Context: an optimization exercise on an open-source flow, tuned for small area, a short achievable clock period and few clock cycles per item. The choices shown serve that exercise and are no tape-out recipe.
No run shown here included a check of the RTL's function; only the layout flow was run.
Power figures rest on the tool's default switching activity, not on a simulated workload.

## design/flow/constraint.sdc

```tcl
create_clock -name core_clock -period 5.0 [get_ports {clk}]
set_input_delay 1.0000 -clock core_clock [delete_from_list [all_inputs] [get_ports {clk}]]
set_output_delay 1.0000 -clock core_clock [all_outputs]
set_load 0.01 [all_outputs]
```

## design/flow/config.mk

```make
export PLATFORM = sky130hd
export DESIGN_NAME = tpu_top
export DESIGN_NICKNAME = tpu_top
export VERILOG_FILES = /design/flow/design.v
export SDC_FILE = /design/flow/constraint.sdc
export NUM_CORES = 4
export LEC_CHECK = 0
export CAP_MARGIN = 20
export CORE_MARGIN = 2
export CORE_UTILIZATION = 40
export PLACE_DENSITY = 0.6
export SETUP_SLACK_MARGIN = 1.0
export SLEW_MARGIN = 20
export SYNTH_HIERARCHICAL = 1
```

## design/flow/standard.sh

```bash
#!/bin/bash
# synth_recipe.tcl (not shown) runs the flow's synth.tcl, then flattens the netlist and writes it again
# the make line also repeats each setting of config.mk as NAME=value (left out here)
make -C /OpenROAD-flow-scripts/flow DESIGN_CONFIG=/design/flow/config.mk WORK_HOME=/design/flow/orfs CLKGATE_MAP_FILE= SYNTH_SCRIPT=/design/flow/synth_recipe.tcl "${@:-finish}"
```

## design/flow/flow/run.sh

```bash
#!/bin/bash
# The standard layout with two changes:
# - the port buffers that buffer_ports inserts are sky130_fd_sc_hd__buf_4 instead of the
#   library's default pick, so the input ports can drive their fanout; every port still
#   gets its own buffer;
# - synthesis is the standard flow's own script (synth_recipe.tcl) except that Yosys's synth skips its
#   generic ABC pass (-noabc), so the full and half adders written in the RTL reach
#   extract_fa as written instead of re-expressed with inverters. Everything else (the
#   -nofsm -noshare synth, flattening, renaming, flip-flop mapping and the final ABC
#   mapping) is unchanged, so the registers are the standard synthesis's.
set -euo pipefail
sed '1s/.*/proc synth {args} { yosys synth -nofsm -noshare -noabc {*}$args }/' \
        synth_recipe.tcl > noabc_synth.tcl
sed "s#SYNTH_SCRIPT=[^ ]*#SYNTH_SCRIPT=$PWD/noabc_synth.tcl#" standard.sh > standard_noabc.sh
export BUFFER_PORTS_ARGS="-buffer_cell sky130_fd_sc_hd__buf_4"
bash standard_noabc.sh > standard.log 2>&1
```

## design/flow/design.v

```verilog
package tpu_pkg;
        localparam int ARRAY_DIM  = 4;
        localparam int DATA_WIDTH = 8;
        typedef logic [DATA_WIDTH-1:0] elem_t;
endpackage
`timescale 1ns/10ps
module tpu_pe
(
        input  logic [7:0] a_in,
        input  logic [7:0] b_in,
        input  logic [7:0] acc_in,
        output logic [7:0] sum
);
        logic pp1, pp2, pp3, pp4, pp5, pp6, pp7, pp8, pp9, pp10, pp11, pp12, pp13, pp14, pp15, pp16, pp17, pp18, pp19, pp20, pp21, pp22, pp23, pp24, pp25, pp26, pp27, pp28, pp29, pp30, pp31, pp32, pp33, pp34, pp35, pp36, s37, c38, s39, c40, s41, c42, s43, c44, s45, c46, s47, c48, s49, c50, s51, c52, s53, c54, s55, c56, s57, c58, s59, c60, s61, c62, s63, c64, s65, c66, s67, c68, s69, c70, s71, c72, s73, c74, s75, c76, s77, c78, s79, c80, s81, c82, s83, c84, x85, x86, x87, x88, x89, x90, x91, x92, x93, x94, x95, x96, x97, x98;
        logic [7:3] row0, row1;
        logic top, c7;
        assign pp1 = ~a_in[0] | ~b_in[0];
        assign pp2 = ~a_in[0] | ~b_in[1];
        assign pp3 = ~a_in[0] | ~b_in[2];
        assign pp4 = ~a_in[0] | ~b_in[3];
        assign pp5 = ~a_in[0] | ~b_in[4];
        assign pp6 = ~a_in[0] | ~b_in[5];
        assign pp7 = ~a_in[0] | ~b_in[6];
        assign pp8 = ~a_in[0] | ~b_in[7];
        assign pp9 = ~a_in[1] | ~b_in[0];
        assign pp10 = ~a_in[1] | ~b_in[1];
        assign pp11 = ~a_in[1] | ~b_in[2];
        assign pp12 = ~a_in[1] | ~b_in[3];
        assign pp13 = ~a_in[1] | ~b_in[4];
        assign pp14 = ~a_in[1] | ~b_in[5];
        assign pp15 = ~a_in[1] | ~b_in[6];
        assign pp16 = ~a_in[2] | ~b_in[0];
        assign pp17 = ~a_in[2] | ~b_in[1];
        assign pp18 = ~a_in[2] | ~b_in[2];
        assign pp19 = ~a_in[2] | ~b_in[3];
        assign pp20 = ~a_in[2] | ~b_in[4];
        assign pp21 = ~a_in[2] | ~b_in[5];
        assign pp22 = ~a_in[3] | ~b_in[0];
        assign pp23 = ~a_in[3] | ~b_in[1];
        assign pp24 = ~a_in[3] | ~b_in[2];
        assign pp25 = ~a_in[3] | ~b_in[3];
        assign pp26 = ~a_in[3] | ~b_in[4];
        assign pp27 = ~a_in[4] | ~b_in[0];
        assign pp28 = ~a_in[4] | ~b_in[1];
        assign pp29 = ~a_in[4] | ~b_in[2];
        assign pp30 = ~a_in[4] | ~b_in[3];
        assign pp31 = ~a_in[5] | ~b_in[0];
        assign pp32 = ~a_in[5] | ~b_in[1];
        assign pp33 = ~a_in[5] | ~b_in[2];
        assign pp34 = ~a_in[6] | ~b_in[0];
        assign pp35 = ~a_in[6] | ~b_in[1];
        assign pp36 = ~a_in[7] | ~b_in[0];
        assign s37 = pp1 ^ acc_in[0];
        assign c38 = pp1 & acc_in[0];
        assign s39 = pp2 ^ pp9 ^ acc_in[1];
        assign c40 = (pp2 & pp9) | (pp2 & acc_in[1]) | (pp9 & acc_in[1]);
        assign s41 = c38 ^ s39;
        assign c42 = c38 & s39;
        assign s43 = pp10 ^ pp16 ^ pp3;
        assign c44 = (pp10 & pp16) | (pp10 & pp3) | (pp16 & pp3);
        assign s45 = acc_in[2] ^ s43 ^ c40;
        assign c46 = (acc_in[2] & s43) | (acc_in[2] & c40) | (s43 & c40);
        assign s47 = c42 ^ s45;
        assign c48 = c42 & s45;
        assign s49 = pp11 ^ pp17 ^ pp22;
        assign c50 = (pp11 & pp17) | (pp11 & pp22) | (pp17 & pp22);
        assign s51 = pp4 ^ acc_in[3] ^ c44;
        assign c52 = (pp4 & acc_in[3]) | (pp4 & c44) | (acc_in[3] & c44);
        assign s53 = s49 ^ s51 ^ c46;
        assign c54 = (s49 & s51) | (s49 & c46) | (s51 & c46);
        assign s55 = pp12 ^ pp18 ^ pp23;
        assign c56 = (pp12 & pp18) | (pp12 & pp23) | (pp18 & pp23);
        assign s57 = pp27 ^ pp5 ^ acc_in[4];
        assign c58 = (pp27 & pp5) | (pp27 & acc_in[4]) | (pp5 & acc_in[4]);
        assign s59 = c50 ^ s55 ^ c52;
        assign c60 = (c50 & s55) | (c50 & c52) | (s55 & c52);
        assign s61 = s57 ^ s59;
        assign c62 = s57 & s59;
        assign s63 = pp13 ^ pp19 ^ pp24;
        assign c64 = (pp13 & pp19) | (pp13 & pp24) | (pp19 & pp24);
        assign s65 = pp28 ^ pp31 ^ pp6;
        assign c66 = (pp28 & pp31) | (pp28 & pp6) | (pp31 & pp6);
        assign s67 = acc_in[5] ^ c56 ^ s63;
        assign c68 = (acc_in[5] & c56) | (acc_in[5] & s63) | (c56 & s63);
        assign s69 = s65 ^ c58 ^ s67;
        assign c70 = (s65 & c58) | (s65 & s67) | (c58 & s67);
        assign s71 = c60 ^ s69;
        assign c72 = c60 & s69;
        assign s73 = pp14 ^ pp20 ^ pp25;
        assign c74 = (pp14 & pp20) | (pp14 & pp25) | (pp20 & pp25);
        assign s75 = pp29 ^ pp32 ^ pp34;
        assign c76 = (pp29 & pp32) | (pp29 & pp34) | (pp32 & pp34);
        assign s77 = pp7 ^ acc_in[6] ^ c64;
        assign c78 = (pp7 & acc_in[6]) | (pp7 & c64) | (acc_in[6] & c64);
        assign s79 = c66 ^ s73 ^ s75;
        assign c80 = (c66 & s73) | (c66 & s75) | (s73 & s75);
        assign s81 = c68 ^ s77 ^ s79;
        assign c82 = (c68 & s77) | (c68 & s79) | (s77 & s79);
        assign s83 = c70 ^ s81;
        assign c84 = c70 & s81;
        tpu_x u_x85 (.a(pp15), .b(pp21), .y(x85));
        tpu_x u_x86 (.a(pp26), .b(pp30), .y(x86));
        tpu_x u_x87 (.a(pp33), .b(pp35), .y(x87));
        tpu_x u_x88 (.a(pp36), .b(pp8), .y(x88));
        tpu_x u_x89 (.a(x85), .b(x86), .y(x89));
        tpu_x u_x90 (.a(x87), .b(x88), .y(x90));
        tpu_x u_x91 (.a(acc_in[7]), .b(c74), .y(x91));
        tpu_x u_x92 (.a(c76), .b(x89), .y(x92));
        tpu_x u_x93 (.a(x90), .b(x91), .y(x93));
        tpu_x u_x94 (.a(x92), .b(c78), .y(x94));
        tpu_x u_x95 (.a(x93), .b(c80), .y(x95));
        tpu_x u_x96 (.a(x94), .b(x95), .y(x96));
        tpu_x u_x97 (.a(x96), .b(c82), .y(x97));
        tpu_x u_x98 (.a(x97), .b(c84), .y(x98));
        assign sum[0] = s37;
        assign sum[1] = s41;
        assign sum[2] = s47;
        assign row0[3] = c48;
        assign row1[3] = s53;
        assign row0[4] = s61;
        assign row1[4] = c54;
        assign row0[5] = c62;
        assign row1[5] = s71;
        assign row0[6] = c72;
        assign row1[6] = s83;
        assign top = x98;
        assign {c7, sum[6:3]} = {1'b0, row0[6:3]} + {1'b0, row1[6:3]};
        tpu_x u_top (.a(top), .b(c7), .y(sum[7]));
endmodule
module tpu_x
(
        input  logic a,
        input  logic b,
        output logic y
);
        assign y = a ^ b;
endmodule
`timescale 1ns/10ps
module tpu_top
(
        input  logic clk,
        input  logic rst_n,
        input  logic in_valid,
        input  logic [31:0] a,
        input  logic [31:0] b,
        input  logic out_ready,
        output logic in_ready,
        output logic [31:0] out,
        output logic out_valid,
        output logic done
);
        localparam int N = 4;
        localparam int W = 8;
        logic [1:0]     kin;             
        logic [N-1:0]   orow;            
        logic [N*W-1:0] obuf [1:N-1];    
        logic [N*W-1:0] acc0;            
        logic [N*W-1:0] c_row [1:N-1];   
        logic first, last, ob_free, xfer, in_fire, out_fire;
        assign first    = (kin == 2'd0);
        assign last     = (kin == 2'd3);
        assign ob_free  = !out_valid || (orow[N-1] && out_ready);
        assign in_ready = first ? (!orow[0] || out_ready) :
                          last  ? ob_free : 1'b1;
        assign in_fire  = in_valid && in_ready;
        assign xfer     = in_fire && last;
        assign out_valid = |orow;
        assign out_fire  = out_valid && out_ready;
        always_comb begin
                out = ~acc0 & {(N*W){orow[0]}};
                for (int r = 1; r < N; r++) begin
                        out = out | (~obuf[r] & {(N*W){orow[r]}});
                end
        end
        always_ff @(posedge clk or negedge rst_n) begin
                if (!rst_n) begin
                        kin  <= 2'd0;
                        orow <= '0;
                        done <= 1'b0;
                end else begin
                        done <= out_fire && orow[N-1];
                        if (in_fire) begin
                                kin <= kin + 2'd1;
                        end
                        if (xfer) begin
                                orow <= 4'b0001;
                        end else if (out_fire) begin
                                orow <= {orow[N-2:0], 1'b0};
                        end
                end
        end
        always_ff @(posedge clk) begin
                if (xfer) begin
                        for (int r = 1; r < N; r++) begin
                                obuf[r] <= c_row[r];
                        end
                end
        end
        for (genvar i = 0; i < N; i++) begin : g_row
                for (genvar j = 0; j < N; j++) begin : g_col
                        logic [W-1:0] acc, sum;
                        tpu_pe u_pe (
                                .a_in   (a[(N-1-i)*W +: W]),
                                .b_in   (b[(N-1-j)*W +: W]),
                                .acc_in (first ? 8'd251 : acc),
                                .sum    (sum)
                        );
                        always_ff @(posedge clk) begin
                                if (in_fire) begin
                                        acc <= sum;
                                end
                        end
                        if (i == 0) begin : g_out0
                                assign acc0[(N-1-j)*W +: W] = acc;
                        end else begin : g_sum
                                assign c_row[i][(N-1-j)*W +: W] = sum;
                        end
                end
        end
endmodule
```

==> results.cfg, run 1 <==
[status]
status = finished clean

[logic_synthesis]
syn_avg_cell_area_sq_um = 11.3
synth_compound_area_share_pct = 4.17
yosysWarnings = 9
synthMuxAreaShare_pct = 0.203
synth.distinct_cells = 24
synth_xor_xnor_area_share_pct = 10.8
synth_top_family_by_area = adder cells
syn_nets = 2501
ys_seq_area_share_pct = 31.1
synth_fa_ha_area_share_pct = 36.5
netlist_area_sq_um = 22200
ys_seq_elements = 231
syn_inst = 1967
synth_simple_gate_area_share_pct = 14.5

[floorplan]
fp.dieArea_sq_um = 57400
die_height_microns = 240
start_util_pct = 40.4
core_area_sq_um = 55000
row_count = 86
io_pins = 103
chipWidth_microns = 240

[job]
maxCapViolations = 0

[clock_tree]
clk_path_buf_depth = 3
cts.htree.levels = 1
hold_buffers = 0
cts_tree = yes
clk_pin_slew_worst_paths_ns = 0.06
cts-buffers-inserted = 29
cts.root.buffer_cell = clkbuf_16
clock_sinks = 231
clock_latency_ns = 0.57

[worst_setup_path]
cp_max_fo = 7
arrival_ns = 4.19
critPathCaptureType = flip-flop
startpoint_type = flip-flop
r2r-start = kin[1]
path_class = flip-flop to flip-flop
startpoint = kin[1]
crit_required_ns = 5.31

[routing]
dr_total_vias = 14600
wl_met1_mm = 25.8
wl_met3_mm = 3.83
drc = 0
met2_length_mm = 28.6
wl_mm = 59.9
wl_per_cell_microns = 21.5
ant_nets = 0
top_layer_used = met4
vias_per_cell = 5.24
dr.first_iter.drc_count = 889
drt_first_pass_iters = 5

[global_routing]
grt_pass1_vias = 16100
grtUsageTotal_pct = 21.6
grt_max_degree = 100
grt_antenna_before_repair = 2
grt_overflow = 0
grt_pass1_wl_mm = 94.2

[power]
total_power_uw = 20300
leakage_uw = 0.00973
irDropWorstVdd_mv = 0.568
power_per_cell_area_nw_per_um2 = 825

[timing]
slew_headroom_pct = 33.4
fin_crit_ns = 3.88
finalCritPeriodShare_pct = 77.6
maxSlewViolCount = 0
rsz0062_at_grt = no
fmax_mhz = 258
finClkSkew_ns = 0.0116
setup_viol_count_final = 0
worst_hold_slack_ns = 0.240
setup_tns_ns = 0
hold_viol = 0
tightest_slew_ns = 0.997

[cells_and_area]
postLayoutCellArea_sq_um = 24600
final_cell_mix = nand2_1, fa_1, xor2_1, edfxtp_1, ha_1
syn2layout_area_growth_pct = 11.0
nNetsFinal = 2552
layout-drive-gt1-share_pct = 18.2
post_layout_nonfiller_instances = 2788
fill_cells = 5102
final_common_cell = nand2_1
diodes = 0

[place]
dpl.hpwl_mm = 39.2
dpl.cell_count = 2729
io_buffers = 102
gp_congestion = 0.840
postPlaceCellArea_sq_um = 23500

[min_path]
hold_path.class = primary input to async pin
==> routing by layer <==
layer	vias to the layer above	track usage, %
met5	-	0
met4	0	6.46
met3	89	3.20
met2	478	36.0
met1	7517	29.2
li1	6527	-
==> final timing paths <==
check,slack [ns],end,cells past startpoint
setup / recovery,1.12,obuf[2][23],12
max in group asynchronous,4.63,kin[0],1
hold / removal,0.24,done,1
hold reg to reg,0.55,kin[1],1
setup reg to reg,1.12,obuf[2][23],12
min in group core_clock,0.55,kin[1],1
==> final cells by class <==
cell class	count	area, sq um	area share [%]
sequential	231	6900	28.0
timing repair buffer	127	1040	4.22
inverter	9	37.5	0.152
tap	748	936	3.80
multi-input combinational	1620	14800	60.1
clock inverter	18	161	0.655
clock buffer	35	758	3.08
==> report_power, final <==
group	leakage, uW	total [uW]	switching, uW	internal [uW]
sequential	0.00221	5110	271	4840
combinational	0.00707	13200	7160	6020
clock	0.000446	2040	851	1190
total	0.00973	20300	8280	12000
==> Yosys cell counts <==
library cell	n	area share [%]
xor2_1	256	10
a21oi_2	16	0.63
nand2_1	578	9.8
a311o_1	1	0.045
clkbuf_1	56	0.95
mux2_4	1	0.068
and3_1	1	0.028
xnor2_1	17	0.67
a21o_1	48	1.6
o22ai_1	65	1.8
or2_2	144	4.1
buf_4	48	1.6
nor2b_1	17	0.48
mux2i_1	3	0.14
nor2_1	4	0.068
and3b_1	1	0.039
ha_1	162	9.1
edfxtp_1	224	30
dfrtp_1	7	0.79
inv_1	9	0.15
buf_1	3	0.051
fa_1	304	27
or4_4	1	0.051
a311oi_1	1	0.039
==> modules after synthesis (local to each module, per instance) <==
| module | cells inside | flip-flops and latches |
|---|---|---|
| tpu_top | 511 | 231 |
| tpu_pe | 76 | 0 |
| tpu_x | 1 | 0 |
==> per-stage QoR <==
stage                     utilization, %  setup WS (ns)
final                               44.8           1.12
after global routing                44.8           1.01
after CTS                           44.7           1.01
after detailed placement            42.8          0.540
after global placement              42.8          0.611
after floorplan                        -          0.534
==> worst max-delay path, cell delays in order, from the launching register on <==
cell,delay [ns]
dfrtp_1,0.37
inv_1,0.08
ha_4,0.20
buf_12,0.15
or2_2,0.33
fa_1,0.46
fa_2,0.39
fa_1,0.50
ha_1,0.24
fa_2,0.37
a21o_1,0.19
a21o_1,0.18
xor2_1,0.15
==> timing repair <==
item                                    4_1_cts  5_1_grt
pin swaps                                     1        0
gates resized for setup                       4       30
endpoints found under the setup margin       28       28
buffers inserted                              5        1
==> sequential cells by signal, summed over array words and instances (netlist names) <==
signal,count
orow,4
obuf,96
g_row.g_col.acc,128
kin,2
done,1
==> cell families (layout without fill, tap and decap cells) <==
kind of cell / Yosys count / in the layout
multiplexers: 4 / 4
AND/OR/NAND/NOR: 746 / 746
XOR/XNOR: 273 / 273
flip-flops: 231 / 231
AO/OA/AOI/OAI: 131 / 131
adder cells (fa/ha/maj): 466 / 466
buffers and inverters: 116 / 189
==> run 2: changes to the inputs <==
--- a/design/flow/config.mk
+++ b/design/flow/config.mk
@@ -7,8 +7,8 @@
 export LEC_CHECK = 0
 export CAP_MARGIN = 20
 export CORE_MARGIN = 2
-export CORE_UTILIZATION = 40
-export PLACE_DENSITY = 0.6
+export CORE_UTILIZATION = 55
+export PLACE_DENSITY = 0.7
 export SETUP_SLACK_MARGIN = 1.0
 export SLEW_MARGIN = 20
 export SYNTH_HIERARCHICAL = 1
==> run 2 against run 1 <==
Compared with the run above: die area decreased by 27%; highest routed layer is now met5; combinational power hardly changed; critical path depth stayed put; synthesized area unchanged; clock skew rose by 0.0017 ns; routed wire length fell by 4.3%; critical path type unchanged; sequential share of layout area grew 0.48 points; largest cell class unchanged; register-to-register slack barely moved.
==> results.cfg, run 2 <==
[place]
dpl.hpwl_mm = 37.6
postPlaceCellArea_sq_um = 23300
io_buffers = 102
gp_congestion = 0.855

[timing]
worst_hold_slack_ns = 0.255
fin_crit_ns = 3.87
fmax_mhz = 258
finClkSkew_ns = 0.0133
setup_viol_count_final = 0
setup_tns_ns = 0
maxSlewViolCount = 0
hold_viol = 0
slew_headroom_pct = 46.2
finalCritPeriodShare_pct = 77.5
tightest_slew_ns = 0.806
rsz0062_at_grt = no

[status]
status = finished clean

[logic_synthesis]
yosys.area.top_type_share_pct = 30.3
ys_seq_area_share_pct = 31.1
async_reset_ff_share_pct = 3.03
synth.distinct_cells = 24
syn_inst = 1967
synth_most_common_cell = nand2_1
syn_avg_cell_area_sq_um = 11.3
synth_area_leaders = edfxtp_1, fa_1, xor2_1
yosysTopAreaCell = edfxtp_1
synth_edf_count = 224
yosysWarnings = 9
synthTopCellsByCount = nand2_1, fa_1, xor2_1
syn_nets = 2501
ys_seq_elements = 231
synthFlopType = edfxtp_1
netlist_area_sq_um = 22200

[floorplan]
row_count = 73
die_height_microns = 205
io_pins = 103
fp.dieArea_sq_um = 42000
core_area_sq_um = 39800
chipWidth_microns = 205
start_util_pct = 55.8

[clock_tree]
cts-buffers-inserted = 27
clock_latency_ns = 0.56
clk_path_buf_depth = 3
cts.root.buffer_cell = clkbuf_16
cts_tree = yes
clock_sinks = 231
cts.htree.levels = 1
clk_pin_slew_worst_paths_ns = 0.06
hold_buffers = 0

[worst_setup_path]
arrival_ns = 4.17
cp_top_family = adder cells
slowest_delay_ns = 0.50
cp_max_fo = 8
crit_path_top_delay_cell = fa_1
startpoint = kin[1]
cp_common_cell = fa_1
critPathCaptureType = flip-flop
path_cells = inv_1 -> ha_4 -> buf_12 -> or2_2 -> fa_2 -> fa_1 -> fa_1 -> ha_1 -> fa_1 -> a21o_1 -> a21o_1 -> xor2_1
crit_buf_inv = 2
startpoint_type = flip-flop
crit_required_ns = 5.30
r2r-start = kin[1]
path_class = flip-flop to flip-flop

[power]
power_per_cell_area_nw_per_um2 = 829
pwr-share-seq_pct = 25.6
p_comb_share_pct = 65.2
irDropWorstVdd_mv = 0.904
leakage_uw = 0.00970
p_sw_uw = 8210
sw_frac_of_total_pct = 40.9
clkPwrFrac_pct = 9.1
internal_power_uw = 11900

[routing]
dr.first_iter.drc_count = 1193
wl_per_cell_microns = 22.4
drc = 0
dr_total_vias = 15000
ant_nets = 0
vias_per_cell = 5.86
wl_mm = 57.3
drt_first_pass_iters = 5

[cells_and_area]
fin_util_pct = 60.9
fill_cells = 3296
top_register = g_row.g_col.acc
diodes = 0
syn2layout_area_growth_pct = 9.11
largest_registers = g_row.g_col.acc (128), obuf (96), orow (4)
final_cell_mix = nand2_1, fa_1, xor2_1, edfxtp_1, ha_1
postLayoutCellArea_sq_um = 24200
largest_reg_flops = 128
regArea_sq_um = 6900
multi_input_area_sq_um = 14800
layout-drive-gt1-share_pct = 17.4
nNetsFinal = 2552
final_common_cell = nand2_1

[global_routing]
grt_pass1_vias = 16100
grt_max_degree = 100
grt_overflow = 0
grt_antenna_before_repair = 2
grtUsageTotal_pct = 28.6
grt_pass1_wl_mm = 91.3

[job]
maxCapViolations = 0

[min_path]
hold_path.class = primary input to async pin
[run 2: changes by cell type in the layout (fill, tap and decap cells not counted), moves of 2 or more]
cell,previous run,this run
fa_1,273,284
clkbuf_16,29,27
buf_12,5,7
fa_2,31,20
clkinv_2,6,8
[run 2: cells by family after synthesis]
logic type	Yosys count	share of synthesized area, %
compound gates	131	4.17
xor+xnor	273	10.8
fa+ha+maj	466	36.5
buf+inv	116	2.77
flops	231	31.1
mux	4	0.203
simple gates	746	14.5
[run 2: layout make-up]
type                    count  share of cell area, %
inverters                   9                  0.155
well taps                 525                   2.71
clock buffers              32                   2.87
repair buffers            129                   4.37
clock inverters            16                  0.449
flip-flops and latches    231                   28.5
multi-input cells        1620                   61.0
[run 2: path summary, 6_finish.rpt]
path / end / cells after the start / slack [ns]
hold / removal: orow[3] / 1 / 0.25
setup / recovery: g_row[0].g_col[1].acc[7] / 12 / 1.13
hold reg to reg: kin[0] / 2 / 0.56
max in group asynchronous: orow[1] / 1 / 4.62
min in group core_clock: kin[0] / 2 / 0.56
setup reg to reg: g_row[0].g_col[1].acc[7] / 12 / 1.13
[run 2: routing by layer]
metal / vias to the layer above / share of wire, % / track usage [%]
met5: - / 0.023 / 0
met4: 2 / 3.0 / 8.99
met3: 108 / 8.4 / 4.06
met2: 657 / 48 / 46.5
met1: 7711 / 41 / 40.1
li1: 6530 / - / -
[run 2: what timing repair did]
item,CTS,global route
setup endpoints to repair,28,28
pin swaps,1,0
gates resized for setup,0,21
setup buffers,2,6
[run 2: modules after synthesis (local to each module, per instance)]
module   cell area (sq um)  cells inside
tpu_pe                 719            76
tpu_x                 8.76             1
tpu_top               8600           511
[run 2: power groups by stage]
stage               logic (uW)  clock network, uW  registers, uW
detailed placement       12800                  0           5170
global route             14800               1940           5240
floorplan                10100                  0           5070
finish                   13100               1840           5160
global placement         12400                  0           5160
CTS                      13100               1860           5160
[run 2: through the flow]
step,std cells,setup slack (ns),power (uW)
detailed placement,2506,0.492,17900
floorplan,1967,0.534,15200
CTS,2556,0.975,20100
global route,2562,1.00,22000
finish,2562,1.13,20100
global placement,2506,0.604,17500
[run 2: worst reg2reg max path, cell delays in order, from the launching register on]
cell	delay (ns)
dfrtp_1	0.37
inv_1	0.08
ha_4	0.19
buf_12	0.16
or2_2	0.34
fa_2	0.41
fa_1	0.43
fa_1	0.50
ha_1	0.22
fa_1	0.42
a21o_1	0.20
a21o_1	0.18
xor2_1	0.13
==> run 3: changes to the inputs <==
--- a/design/flow/design.v
+++ b/design/flow/design.v
@@ -152,12 +152,12 @@
         localparam int N = 4;
         localparam int W = 8;
         logic [1:0]     kin;             
+        logic           first;           
         logic [N-1:0]   orow;            
         logic [N*W-1:0] obuf [1:N-1];    
         logic [N*W-1:0] acc0;            
         logic [N*W-1:0] c_row [1:N-1];   
-        logic first, last, ob_free, xfer, in_fire, out_fire;
-        assign first    = (kin == 2'd0);
+        logic last, ob_free, xfer, in_fire, out_fire;
         assign last     = (kin == 2'd3);
         assign ob_free  = !out_valid || (orow[N-1] && out_ready);
         assign in_ready = first ? (!orow[0] || out_ready) :
@@ -175,12 +175,14 @@
         always_ff @(posedge clk or negedge rst_n) begin
                 if (!rst_n) begin
                         kin  <= 2'd0;
+                        first <= 1'b1;
                         orow <= '0;
                         done <= 1'b0;
                 end else begin
                         done <= out_fire && orow[N-1];
                         if (in_fire) begin
-                                kin <= kin + 2'd1;
+                                kin   <= kin + 2'd1;
+                                first <= last;
                         end
                         if (xfer) begin
                                 orow <= 4'b0001;
--- a/design/flow/config.mk
+++ b/design/flow/config.mk
@@ -9,6 +9,6 @@
 export CORE_MARGIN = 2
 export CORE_UTILIZATION = 55
 export PLACE_DENSITY = 0.7
-export SETUP_SLACK_MARGIN = 1.0
+export SETUP_SLACK_MARGIN = 1.2
 export SLEW_MARGIN = 20
 export SYNTH_HIERARCHICAL = 1
==> run 3 against run 2 <==
Compared with the run above: register-to-register slack gained 0.15 ns; clock skew up 0.0080 ns; sequential power down 2%; fmax up 3.9%; routed wire length rose by 6.6%; largest cell class unchanged; cell count is 0.39% lower; global-route usage up 1.8 points; still clean on timing, DRC and antenna; utilization is 1.1 points higher; synthesized cell count about the same; first-iteration DRC count rose by 1.0%; design area up 1.9%.
==> results.cfg, run 3 <==
[status]
status = finished clean

[power]
leakage_uw = 0.00969
power_per_cell_area_nw_per_um2 = 807
pwr-share-seq_pct = 25.5
irDropWorstVdd_mv = 0.629
total_power_uw = 19900
p_comb_share_pct = 64.3
sw_frac_of_total_pct = 40.7
p_sw_uw = 8100
internal_power_uw = 11800
clkPwrFrac_pct = 10.2

[worst_setup_path]
r2r-start = first
path_class = primary input to flip-flop
critPathCaptureType = flip-flop
startpoint_type = primary input
r2r_cells = 10
r2r_slack_ns = 1.28
path_cells = buf_4 -> nand2_1 -> fa_2 -> fa_2 -> fa_1 -> ha_2 -> fa_2 -> a21o_1 -> a21o_1 -> xor2_1
slowest_delay_ns = 0.54
cp_max_fo = 32
cp_common_cell = fa_2
crit_required_ns = 5.29
cp-endpoint = g_row[3].g_col[2].acc[7]
startpoint = a[0]
arrival_ns = 4.02
crit_path_top_delay_cell = fa_2
r2r-end = obuf[2][31]

[logic_synthesis]
netlist_area_sq_um = 22200
yosysWarnings = 9
ys_seq_elements = 232
synthFlopType = edfxtp_1
syn_inst = 1966
synthTopCellsByCount = nand2_1, fa_1, xor2_1
syn_avg_cell_area_sq_um = 11.3
yosys.area.top_type_share_pct = 30.3
ys_seq_area_share_pct = 31.2
synth_area_leaders = edfxtp_1, fa_1, xor2_1
syn_nets = 2499
yosysTopAreaCell = edfxtp_1
synth.distinct_cells = 25
synth_edf_count = 224
synth_most_common_cell = nand2_1
async_reset_ff_share_pct = 3.45

[timing]
fmax_mhz = 268
setup_viol_count_final = 0
layout_setup_ws_ns = 1.27
finClkSkew_ns = 0.0213
setup_tns_ns = 0
fin_crit_ns = 3.73
hold_viol = 0
slew_headroom_pct = 44.8
rsz0062_at_grt = yes
maxSlewViolCount = 0
tightest_slew_ns = 0.828
finalCritPeriodShare_pct = 74.6
worst_hold_slack_ns = 0.256

[routing]
drt_first_pass_iters = 5
wl_per_cell_microns = 23.9
vias_per_cell = 6.00
ant_nets = 0
wl_mm = 61.0
dr_total_vias = 15300
drc = 0
dr.first_iter.drc_count = 1205

[global_routing]
grt_max_degree = 101
grt_pass1_vias = 16400
grt_pass1_wl_mm = 95.7
grt_antenna_before_repair = 2
grt_overflow = 0
grtUsageTotal_pct = 30.5

[cells_and_area]
syn2layout_area_growth_pct = 11.1
diodes = 0
largest_registers = g_row.g_col.acc (128), obuf (96), orow (4)
regArea_sq_um = 6930
final_cell_mix = nand2_1, xor2_1, fa_1, edfxtp_1, or2_2
multi_input_area_sq_um = 15100
final_common_cell = nand2_1
top_register = g_row.g_col.acc
largest_reg_flops = 128
nNetsFinal = 2540
fill_cells = 3224
layout-drive-gt1-share_pct = 21.1
post_layout_nonfiller_instances = 2552

[place]
dpl.cell_count = 2498
gp_congestion = 0.852
io_buffers = 102
dp_worst_setup_slack_ns = 0.609
dpl.hpwl_mm = 40.0

[floorplan]
chipWidth_microns = 205
fp.dieArea_sq_um = 42000
row_count = 73
start_util_pct = 55.8
core_area_sq_um = 39800
io_pins = 103
die_height_microns = 205

[clock_tree]
clk_path_buf_depth = 3
cts.htree.levels = 1
cts.root.buffer_cell = clkbuf_16
cts-buffers-inserted = 28
clock_sinks = 232
clk_pin_slew_worst_paths_ns = 0.06
clock_latency_ns = 0.57
hold_buffers = 0
cts_tree = yes

[job]
maxCapViolations = 0

[min_path]
hold_path.class = primary input to async pin
run 3: logic make-up after synthesis:
logic type	Yosys count	synth area share (%)
xor+xnor	273	10.8
simple gates	746	14.5
flops	232	31.2
compound gates	132	4.23
fa+ha+maj	465	36.4
mux	4	0.203
buf+inv	114	2.74
run 3: how the worst min path moves through the flow:
stage                       from      end  slack, ns  cells after the start
after floorplan           kin[0]   kin[0]       0.45                      1
after global placement    kin[0]   kin[0]       0.47                      1
after detailed placement  kin[0]   kin[0]       0.48                      1
after CTS                  rst_n  orow[1]       0.24                      1
after global routing       rst_n  orow[2]       0.25                      1
final                      rst_n   kin[1]       0.26                      1
run 3: Yosys stat by module (local to each module, per instance):
| module | cells inside | copies in the design |
|---|---|---|
| tpu_top | 510 | 1 |
| tpu_x | 1 | 240 |
| tpu_pe | 76 | 16 |
run 3: power by group through the flow:
stage | sequential [uW] | combinational (uW) | clock (uW)
2_1_floorplan | 4950 | 9720 | 0
3_3_place_gp | 5130 | 12100 | 0
3_5_place_dp | 5140 | 12500 | 0
4_1_cts | 5060 | 12800 | 2070
5_1_grt | 5170 | 14300 | 2140
6_report | 5070 | 12800 | 2040
run 3: worst max-delay path: cells and delay by family:
| kind | cells | cell delay, ns |
|---|---|---|
| adders and majority gates | 5 | 1.94 |
| buffers and inverters | 1 | 0.37 |
| and+or+nand+nor | 1 | 0.16 |
| xor gates and xnor gates | 1 | 0.16 |
| AOI/OAI and AO/OA | 2 | 0.37 |
run 3: area by class of cell:
type	instances	share of cell area (%)
multi-input cells	1620	61.2
clock buffers	34	3.02
clock inverters	16	0.623
inverters	7	0.152
well taps	525	2.66
repair buffers	118	4.23
flip-flops and latches	232	28.1
run 3: per-layer routing:
layer,vias up,wire length (microns),global-route usage (%)
li1,6520,-,-
met1,7846,25100,43.1
met2,795,27300,46.7
met3,147,5510,5.06
met4,0,3130,13.1
met5,-,0,0
run 3: repair_timing:
item | CTS | global route
endpoints found under the hold margin | 0 | 0
gates resized for setup | 0 | 25
setup endpoints to repair | 25 | 38
pin swaps | 0 | 1
setup buffers | 4 | 0
run 3: metrics by stage:
step / instance area, sq um / utilization, %
6_report: 24700 / 62.0
3_3_place_gp: 23600 / 59.3
5_1_grt: 24700 / 62.0
4_1_cts: 24600 / 61.8
2_1_floorplan: 22800 / -
3_5_place_dp: 23600 / 59.3

what the ideal ports hide:
How much do the figures lean on ideal ports? The routed layouts below were timed once more, with nothing changed but the port constraints.
Step 1, drivers: a clkbuf_16 drives clk and a buf_2 each remaining input, both assumed.
Step 2, shift: input delay + t, output delay - t, t = (earliest + latest rising clock arrival at the registers) / 2. This alone moves slack from input paths to output paths.
a / b / c = no drivers / after step 1 / after step 2; a / b = the first two.
run | shift t [ns] | slack for setup (ns) | slew at the worst register clock pin (ns) | worst slew at a driven data input, ns
run 1 | 0.619 | 1.122 / 1.122 / 0.559 | 0.06 / 0.06 | 0.07
run 2 | 0.605 | 1.126 / 1.126 / 0.577 | 0.07 / 0.07 | 0.05
run 3 | 0.613 | 1.271 / 1.278 / 0.691 | 0.06 / 0.06 | 0.05
After both steps setup and hold are still met in every run listed. For run 3, which loses most, drivers alone change the setup slack by +0.007 ns; drivers and shift together by -0.580 ns.
